This is an optimization exercise on Yosys and OpenROAD, whose aim is small area, not a production implementation. The RTL was checked by simulation tests, not by an equivalence proof against the original design.

Setup of before:
// rp_lock_top
module rp_lock_top (
  input  logic         adc_clk,
  input  logic         rst_n_i,
  input  logic [31:0]  adc_dat_i,
  input  logic         digital_loop_i,
  input  logic [93:0]  pid_cfg_i,
  input  logic [83:0]  limit_cfg_i,
  output logic [13:0]  dac_dat_o,
  output logic         dac_sel_o,
  output logic [3:0]   railed_o
);
rp_sample_pkg::adc_raw_t   [rp_sample_pkg::NUM_CH-1:0] adc_dat;      
assign adc_dat = adc_dat_i;
rp_sample_pkg::sample_t [rp_sample_pkg::NUM_CH-1:0] adc_sample;   
rp_sample_pkg::sample_t [rp_sample_pkg::NUM_CH-1:0] pid_dat;      
rp_sample_pkg::sample_t [rp_sample_pkg::NUM_CH-1:0] lim_dat;      
rp_adc_frontend i_frontend (
  .adc_clk        (adc_clk       ),
  .rst_n_i        (rst_n_i       ),
  .adc_dat_i      (adc_dat       ),
  .loop_dat_i     (lim_dat       ),   
  .digital_loop_i (digital_loop_i),
  .sample_o       (adc_sample    )
);
generate
  for (genvar ch = 0; ch < rp_sample_pkg::NUM_CH; ch++)
  begin : g_ch
    rp_ctrl_pkg::pid_cfg_t   pid_cfg;
    rp_ctrl_pkg::limit_cfg_t limit_cfg;
    rp_ctrl_pkg::railed_t    railed;      
    assign pid_cfg   = pid_cfg_i[ch*47 +: 47];
    assign limit_cfg = limit_cfg_i[ch*42 +: 42];
    assign railed_o[ch*2 +: 2] = railed;
    rp_pid_channel i_pid (
      .adc_clk  (adc_clk       ),
      .rst_n_i  (rst_n_i       ),
  ...
Size: ~3400 cells after synthesis, ~160 flip-flops, ~230 I/O pins.
==> module rp_hn, before the edit <==
module rp_hn (
  input  logic a,
  input  logic b,
  output logic s,
  output logic co
);
rp_or2  u_or (.a(a), .b(b), .y(co));
rp_xn2  u_xn (.a(a), .b(b), .y(s));
endmodule
==> module rp_xn2, before the edit <==
module rp_xn2 (
  input  logic a,
  input  logic b,
  output logic y
);
assign y = ~(a ^ b);
endmodule
==> flow/config.mk <==
export PLATFORM = sky130hd
export DESIGN_NAME = rp_lock_top
export DESIGN_NICKNAME = rp_lock_top
export VERILOG_FILES = /design/flow/design.v
export SDC_FILE = /design/flow/constraint.sdc
export NUM_CORES = 4
export LEC_CHECK = 0
export CAP_MARGIN = 5
export CORE_MARGIN = 2
export CORE_UTILIZATION = 40
export GPL_TIMING_DRIVEN = 0
export SLEW_MARGIN = 5
export SYNTH_HIERARCHICAL = 1
export SYNTH_MINIMUM_KEEP_SIZE = 0
==> flow/constraint.sdc <==
create_clock -name core_clock -period 13.0 [get_ports {adc_clk}]
set_input_delay 2.6000 -clock core_clock [delete_from_list [all_inputs] [get_ports {adc_clk}]]
set_output_delay 2.6000 -clock core_clock [all_outputs]
set_load 0.01 [all_outputs]
standard.sh (not shown) runs the stock make flow with config.mk's settings and CLKGATE_MAP_FILE= SYNTH_SCRIPT=/design/flow/synth_recipe.tcl, a recipe that flattens the netlist after the stock synthesis.
==> flow/flow/run.sh <==
#!/bin/bash
# Layout flow: the standard ORFS flow (standard.sh, with its unchanged synthesis), with
#  - the buffers Yosys/ABC inserted removed at floorplan (repair_design later buffers what
#    the placed design needs),
#  - the port buffers that global placement inserts made of the smallest buffer cell, and
#  - clock tree synthesis without dummy load cells (ORFS's CTS arguments otherwise).
# make's full output goes to flow_make.log; each ORFS step logs under orfs/logs/.
set -euo pipefail
cd "$(dirname "$0")/.."
bash standard.sh \
  REMOVE_ABC_BUFFERS=1 \
  BUFFER_PORTS_ARGS="-buffer_cell sky130_fd_sc_hd__buf_1" \
  CTS_ARGS="-sink_clustering_enable -repair_clock_nets -dont_use_dummy_load" \
  finish > flow_make.log 2>&1
Inputs modified between before and after:
--- a/flow/design.v
+++ b/flow/design.v
@@ -3021,19 +3021,12 @@
   input  logic a,
   input  logic b,
   output logic s,
   output logic co
 );
-rp_or2  u_or (.a(a), .b(b), .y(co));
-rp_xn2  u_xn (.a(a), .b(b), .y(s));
-endmodule
-module rp_xn2 (
-  input  logic a,
-  input  logic b,
-  output logic y
-);
-assign y = ~(a ^ b);
+rp_or2 u_or (.a(a), .b(b), .y(co));
+assign s = (a & b) | ~co;
 endmodule
 module rp_or2 (
   input  logic a,
   input  logic b,
   output logic y
==> summary.txt <==
As far as total cell area at the placement stage is concerned, after and before perform about the same. Between after and before, it is after whose setup slack of the critical path after layout is lower, by 0.17 ns. For worst hold margin, before and after come out practically identical. after vs. before: number of inserted diodes fell 8, overall die area stayed essentially flat.

==> afterwards: timing with drivers on the ports <==
In the flow no input, the clock included, has a driving cell. The finished layouts below were timed again as built, in two steps. Step 1 (the two cells are an assumption about what drives the block):
set clk [get_ports {adc_clk}]
set_driving_cell -lib_cell sky130_fd_sc_hd__clkbuf_16 $clk
set_driving_cell -lib_cell sky130_fd_sc_hd__buf_2 [delete_from_list [all_inputs] $clk]
Step 2 also shifts input and output timing later by t, the mid clock arrival at the registers, as if the neighbouring blocks saw the same clock. Three values: ideal ports, drivers, drivers and shift; two values: the first two.
run | shift t [ns] | setup WS [ns] | worst register clock-pin slew, ns | pins driven straight from the clock port
before | 0.546 | 0.612 / 0.643 / 0.098 | 0.08 / 0.08 | 1
after | 0.540 | 0.445 / 0.473 / -0.067 | 0.08 / 0.08 | 1
With both steps, setup timing fails in after, where it was met with ideal ports. For before, which loses most, drivers alone change the setup slack by +0.031 ns; drivers and shift together by -0.514 ns.
